What follows belongs to an exercise in optimizing a design on an open flow for small area and a short achievable clock period; a production flow would make more cautious choices. Where RTL was checked, it was by simulation tests only, not by an equivalence proof against the original.

==> run F: inputs <==
// emac_tx_top
module emac_tx_top (
  input  logic                       tx_clk_i,
  input  logic                       reset_i,
  input  logic                       wr_en_i,
  input  logic                       rd_en_i,
  input  logic [emac_pkg::ADR_W-1:0] adr_i,
  input  emac_pkg::word_t            wr_data_i,
  output emac_pkg::word_t            rd_data_o,
  output logic                       tx_en_o,
  output emac_pkg::byte_t            tx_d_o
);
==> module emac_tx_buffer, before the edit <==
module emac_tx_buffer (
  input  logic            tx_clk_i,
  input  logic            reset_i,
  input  logic            push_i,
  input  emac_pkg::word_t data_i,
  input  logic            fetch_d_i,    
  input  logic            load_i,       
  input  logic            load_d_i,     
  input  logic            sync_i,       
  output emac_pkg::word_t cur_o
);
  localparam int DEPTH = emac_pkg::BUF_DEPTH;
  localparam int W     = emac_pkg::DATA_W;
  logic [DEPTH*W-1:0] ring;
  logic [DEPTH*W-1:0] ring_d;
  emac_pkg::word_t    wd0, wd1, wd2, wd3;
  emac_pkg::word_t    wsel;
  logic [3:0]         v;
  logic [3:0]         v_d;
  logic               pend_d;
  logic [5:0]         z, z_d;
  logic [5:0]         y, y_d;
  logic               wen_q;        
  logic [15:0]        ins_q;        
  logic [3:0]         src_q;        
  logic [3:0]         src_d;
  logic               cap;          
  logic               win_q, win_d;
  logic [15:0]        tsel_q;       
  logic               nv, nv_d;
  emac_pkg::word_t    nxt;
  emac_pkg::word_t    tap;
  always_comb begin
    v_d = {v[2:0], push_i};
    if (v[3]) begin
      v_d[3] = v[2];
    end else if (v[2]) begin
      v_d[3] = v[2] && !wen_q;
    end else if (v[1]) begin
      v_d[2] = v[1] && !wen_q;
    end else begin
      v_d[1] = v[0] && !wen_q;
    end
    z_d = wen_q ? z : z - 6'd1;
    if (v_d[3])      src_d = 4'b1000;
    else if (v_d[2]) src_d = 4'b0100;
    else if (v_d[1]) src_d = 4'b0010;
    else             src_d = 4'b0001;
    pend_d = (|v_d[3:1]) || push_i;
  end
  always_comb begin
    wsel = ({W{src_q[0]}} & wd0) | ({W{src_q[1]}} & wd1) |
           ({W{src_q[2]}} & wd2) | ({W{src_q[3]}} & wd3);
    for (int p = 0; p < DEPTH; p++) begin
      if (p % 4 == 0 && ins_q[p / 4]) begin
        ring_d[p*W +: W] = wsel;
      end else begin
        ring_d[p*W +: W] = ring[((p + 1) % DEPTH)*W +: W];
      end
    end
  end
  always_ff @(posedge tx_clk_i) begin
    ring <= ring_d;
    wd0  <= data_i;
    wd1  <= wd0;
    wd2  <= wd1;
    wd3  <= wd2;
  end
  always_comb begin
    tap = '0;
    for (int k = 0; k < DEPTH / 4; k++) begin
      tap = tap | ({W{tsel_q[k]}} & ring[(4*k)*W +: W]);
    end
  end
  assign cap   = win_q && (y[1:0] == 2'd0);
  assign y_d   = sync_i ? z_d : (cap ? y : y - 6'd1);
  assign nv_d  = !sync_i && (cap || (nv && !load_i));
  assign win_d = fetch_d_i && (!nv_d || load_d_i);
  always_ff @(posedge tx_clk_i or negedge reset_i) begin
    if (!reset_i) begin
      v     <= '0;
      z     <= '0;
      y     <= '0;
      nv    <= 1'b0;
      wen_q <= 1'b0;
      ins_q <= '0;
      win_q <= 1'b0;
    end else begin
      v     <= v_d;
      z     <= z_d;
      y     <= y_d;
      nv    <= nv_d;
      win_q <= win_d;
      wen_q <= pend_d && (wen_q ? (z[1:0] == 2'd1) : (z[1:0] == 2'd2));
      for (int k = 0; k < DEPTH / 4; k++) begin
        ins_q[k] <= pend_d && (wen_q ? (z == {k[3:0], 2'd1}) : (z == {k[3:0], 2'd2}));
      end
    end
  end
  always_ff @(posedge tx_clk_i) begin
    src_q <= src_d;
    for (int k = 0; k < DEPTH / 4; k++) begin
      tsel_q[k] <= (y_d[5:2] == k);
    end
    if (cap)    nxt   <= tap;
    if (load_i) cur_o <= nxt;
  end
endmodule
export LEC_CHECK = 0
export ABC_CLOCK_PERIOD_IN_PS = 2400
export CAP_MARGIN = 20
export CORE_MARGIN = 2
export CORE_UTILIZATION = 40
export SETUP_SLACK_MARGIN = 3.3
export SLEW_MARGIN = 20
create_clock -name core_clock -period 5.4 [get_ports {tx_clk_i}]
standard.sh (not shown) runs the stock make flow with config.mk's settings and CLKGATE_MAP_FILE= SYNTH_SCRIPT=/design/flow/synth_recipe.tcl, a recipe that flattens the netlist after the stock synthesis.
==> flow/flow/run.sh <==
#!/bin/bash
# Standard layout, with the port buffers made from buf_4 cells instead of
# the default pick, and larger clock sink clusters.
set -o pipefail
export BUFFER_PORTS_ARGS="-buffer_cell sky130_fd_sc_hd__buf_4"
export CTS_ARGS="-sink_clustering_enable -repair_clock_nets -sink_clustering_size 28 -sink_clustering_max_diameter 180"
bash standard.sh > standard.log 2>&1
==> run K (differences from run F) <==
--- a/flow/design.v
+++ b/flow/design.v
@@ -118,95 +118,98 @@
   input  logic            sync_i,       
   output emac_pkg::word_t cur_o
 );
   localparam int DEPTH = emac_pkg::BUF_DEPTH;
   localparam int W     = emac_pkg::DATA_W;
   logic [DEPTH*W-1:0] ring;
   logic [DEPTH*W-1:0] ring_d;
-  emac_pkg::word_t    wd0, wd1, wd2, wd3;
+  emac_pkg::word_t    wd0, wd1, wd2;
   emac_pkg::word_t    wsel;
-  logic [3:0]         v;
-  logic [3:0]         v_d;
-  logic               pend_d;
+  logic [2:0]         v;            
+  logic [2:0]         v_d;
   logic [5:0]         z, z_d;
   logic [5:0]         y, y_d;
-  logic               wen_q;        
-  logic [15:0]        ins_q;        
-  logic [3:0]         src_q;        
-  logic [3:0]         src_d;
+  logic               vany_q;       
+  logic               zc1_q;        
+  logic [15:0]        zc_q;         
+  logic [2:0]         src_q;        
+  logic [2:0]         src_d;
+  logic               go;           
+  logic               wen;
+  logic [15:0]        ins;
   logic               cap;          
   logic               win_q, win_d;
   logic [15:0]        tsel_q;       
   logic               nv, nv_d;
   emac_pkg::word_t    nxt;
   emac_pkg::word_t    tap;
+  assign go  = vany_q || push_i;
+  assign wen = zc1_q && go;
+  assign ins = zc_q & {16{go}};
   always_comb begin
-    v_d = {v[2:0], push_i};
-    if (v[3]) begin
-      v_d[3] = v[2];
-    end else if (v[2]) begin
-      v_d[3] = v[2] && !wen_q;
+    v_d = {v[1:0], push_i && !(wen && !vany_q)};
+    if (v[2]) begin
+      v_d[2] = v[1];
     end else if (v[1]) begin
-      v_d[2] = v[1] && !wen_q;
-    end else begin
-      v_d[1] = v[0] && !wen_q;
+      v_d[2] = v[1] && !wen;
+    end else if (v[0]) begin
+      v_d[1] = v[0] && !wen;
     end
-    z_d = wen_q ? z : z - 6'd1;
-    if (v_d[3])      src_d = 4'b1000;
-    else if (v_d[2]) src_d = 4'b0100;
-    else if (v_d[1]) src_d = 4'b0010;
-    else             src_d = 4'b0001;
-    pend_d = (|v_d[3:1]) || push_i;
+    z_d = wen ? z : z - 6'd1;
+    if (v_d[2])      src_d = 3'b100;
+    else if (v_d[1]) src_d = 3'b010;
+    else             src_d = 3'b001;
   end
   always_comb begin
-    wsel = ({W{src_q[0]}} & wd0) | ({W{src_q[1]}} & wd1) |
-           ({W{src_q[2]}} & wd2) | ({W{src_q[3]}} & wd3);
+    wsel = vany_q ? (({W{src_q[0]}} & wd0) | ({W{src_q[1]}} & wd1) | ({W{src_q[2]}} & wd2))
+                  : data_i;
     for (int p = 0; p < DEPTH; p++) begin
-      if (p % 4 == 0 && ins_q[p / 4]) begin
+      if (p % 4 == 0 && ins[p / 4]) begin
         ring_d[p*W +: W] = wsel;
       end else begin
         ring_d[p*W +: W] = ring[((p + 1) % DEPTH)*W +: W];
       end
     end
   end
   always_ff @(posedge tx_clk_i) begin
     ring <= ring_d;
     wd0  <= data_i;
     wd1  <= wd0;
     wd2  <= wd1;
-    wd3  <= wd2;
   end
   always_comb begin
     tap = '0;
     for (int k = 0; k < DEPTH / 4; k++) begin
       tap = tap | ({W{tsel_q[k]}} & ring[(4*k)*W +: W]);
     end
   end
   assign cap   = win_q && (y[1:0] == 2'd0);
   assign y_d   = sync_i ? z_d : (cap ? y : y - 6'd1);
   assign nv_d  = !sync_i && (cap || (nv && !load_i));
   assign win_d = fetch_d_i && (!nv_d || load_d_i);
   always_ff @(posedge tx_clk_i or negedge reset_i) begin
     if (!reset_i) begin
-      v     <= '0;
-      z     <= '0;
-      y     <= '0;
-      nv    <= 1'b0;
-      wen_q <= 1'b0;
-      ins_q <= '0;
-      win_q <= 1'b0;
+      v      <= '0;
+      z      <= '0;
+      y      <= '0;
+      nv     <= 1'b0;
+      vany_q <= 1'b0;
+      zc1_q  <= 1'b0;
+      zc_q   <= '0;
+      win_q  <= 1'b0;
     end else begin
-      v     <= v_d;
-      z     <= z_d;
-      y     <= y_d;
-      nv    <= nv_d;
-      win_q <= win_d;
-      wen_q <= pend_d && (wen_q ? (z[1:0] == 2'd1) : (z[1:0] == 2'd2));
+      v      <= v_d;
+      z      <= z_d;
+      y      <= y_d;
+      nv     <= nv_d;
+      win_q  <= win_d;
+      vany_q <= |v_d;
+      zc1_q  <= (z_d[1:0] == 2'd1);
       for (int k = 0; k < DEPTH / 4; k++) begin
-        ins_q[k] <= pend_d && (wen_q ? (z == {k[3:0], 2'd1}) : (z == {k[3:0], 2'd2}));
+        zc_q[k] <= (z_d == {k[3:0], 2'd1});
       end
     end
   end
   always_ff @(posedge tx_clk_i) begin
     src_q <= src_d;
     for (int k = 0; k < DEPTH / 4; k++) begin
       tsel_q[k] <= (y_d[5:2] == k);
==> flow/flow/run.sh (replaced) <==
#!/bin/bash
# Standard layout, with the port buffers made from buf_4 cells instead of
# the default pick, and the clock tree's leaf buffers from clkbuf_8.
set -o pipefail
export BUFFER_PORTS_ARGS="-buffer_cell sky130_fd_sc_hd__buf_4"
export CTS_ARGS="-sink_clustering_enable -repair_clock_nets -sink_clustering_buffer sky130_fd_sc_hd__clkbuf_8"
bash standard.sh > standard.log 2>&1
Settings changed: SETUP_SLACK_MARGIN 3.3 to 3.1.
==> run P (differences from run F) <==
--- a/flow/design.v
+++ b/flow/design.v
@@ -417,34 +417,35 @@
       tx_en_o  <= 1'b0;
       tx_d_o   <= '0;
       crc_en_o <= 1'b0;
       r_hdr    <= 1'b0;
       r_pay    <= 1'b0;
       r_fcs0   <= 1'b0;
       r_fcs    <= 1'b0;
+      r_hsel   <= '0;
+      r_pidx   <= '0;
+      r_fidx   <= '0;
       load_o   <= 1'b0;
     end else begin
       state_q  <= state_d;
       cnt_q    <= cnt_d;
       tx_en_o  <= tx_en_d;
       tx_d_o   <= tx_d_d;
       crc_en_o <= crc_en_d;
       r_hdr    <= n_hdr;
       r_pay    <= n_pay;
       r_fcs0   <= n_fcs0;
       r_fcs    <= n_fcs;
+      r_hsel   <= n_hsel;
+      r_pidx   <= n_pidx;
+      r_fidx   <= n_fidx;
       load_o   <= load_d_o;
     end
   end
   always_ff @(posedge tx_clk_i) begin
-    r_hsel <= n_hsel;
-    r_pidx <= n_pidx;
-    r_fidx <= n_fidx;
-  end
-  always_ff @(posedge tx_clk_i) begin
     crc_data_o <= tx_d_d;
   end
 endmodule
 `timescale 1ns/1ps
 module emac_tx_top (
   input  logic                       tx_clk_i,
   input  logic                       reset_i,
==> flow/flow/run.sh (replaced) <==
#!/bin/bash
# Standard layout, with the port buffers made from buf_4 cells instead of
# the default pick, so the fixed input and output delays are not lengthened.
set -o pipefail
cp standard.sh standard.sh.log.txt 2>/dev/null
export BUFFER_PORTS_ARGS="-buffer_cell sky130_fd_sc_hd__buf_4"
bash standard.sh > standard.log 2>&1
Settings changed: CORE_UTILIZATION 40 to 55, CTS_BUF_LIST from default to sky130_fd_sc_hd__clkbuf_8 sky130_fd_sc_hd__clkbuf_16, CTS_CLUSTER_SIZE from default to 24, SETUP_SLACK_MARGIN 3.3 to 3.1.
==> run summary <==
- Outcome: complete, no violations
- Dpl cells: just over 7000
- CP Class: register to primary output
- Critical Path End Type: primary output
- Hold EP: i_buf.ring[954]$_DFF_P_
- Post-CTS Setup Bufs: 31
That was run F.
==> run summary <==
- Outcome: complete, no violations
- Dpl cells: approximately 6500
- Critical Path End Type: register
- CP Class: register to register
- N_diodes: 1
- Predominant post-synthesis flop cell: dfxtp_1
- Post-synth top area share: 0.655
- Post-CTS Setup Bufs: 150
That was run K.
==> run summary <==
- CP Class: register to primary output
- Outcome: complete, no violations
- Post-CTS Setup Bufs: 8
- Hold EP: i_buf.ring[560]$_DFF_P_
That was run P.
The RTL of run K was laid out without a check of its function.

## port drivers added, routing unchanged
How much do the figures lean on ideal ports? The routed layouts below were timed once more, with nothing changed but the port constraints.
Step 1 assumes that a clkbuf_16 drives the clock port and a buf_2 every other input.
Step 2 also shifts input and output timing later by t, the mid clock arrival at the registers, as if the neighbouring blocks saw the same clock.
Slacks: ideal ports / drivers / drivers and shift; pairs: ideal ports / drivers.
| run | shift t [ns] | setup slack, ns | worst setup path at the end | clock arrival spread, ns | pins driven straight from the clock port |
|---|---|---|---|---|---|
| run F | 0.825 | 2.952 / 2.870 / 2.625 | input to register | 0.038 / 0.038 | 1 |
| run K | 0.939 | 2.649 / 2.649 / 1.906 | input to register | 0.070 / 0.071 | 1 |
| run P | 0.885 | 2.883 / 2.810 / 2.140 | input to register | 0.036 / 0.035 | 1 |
After both steps setup and hold are still met in every run listed.
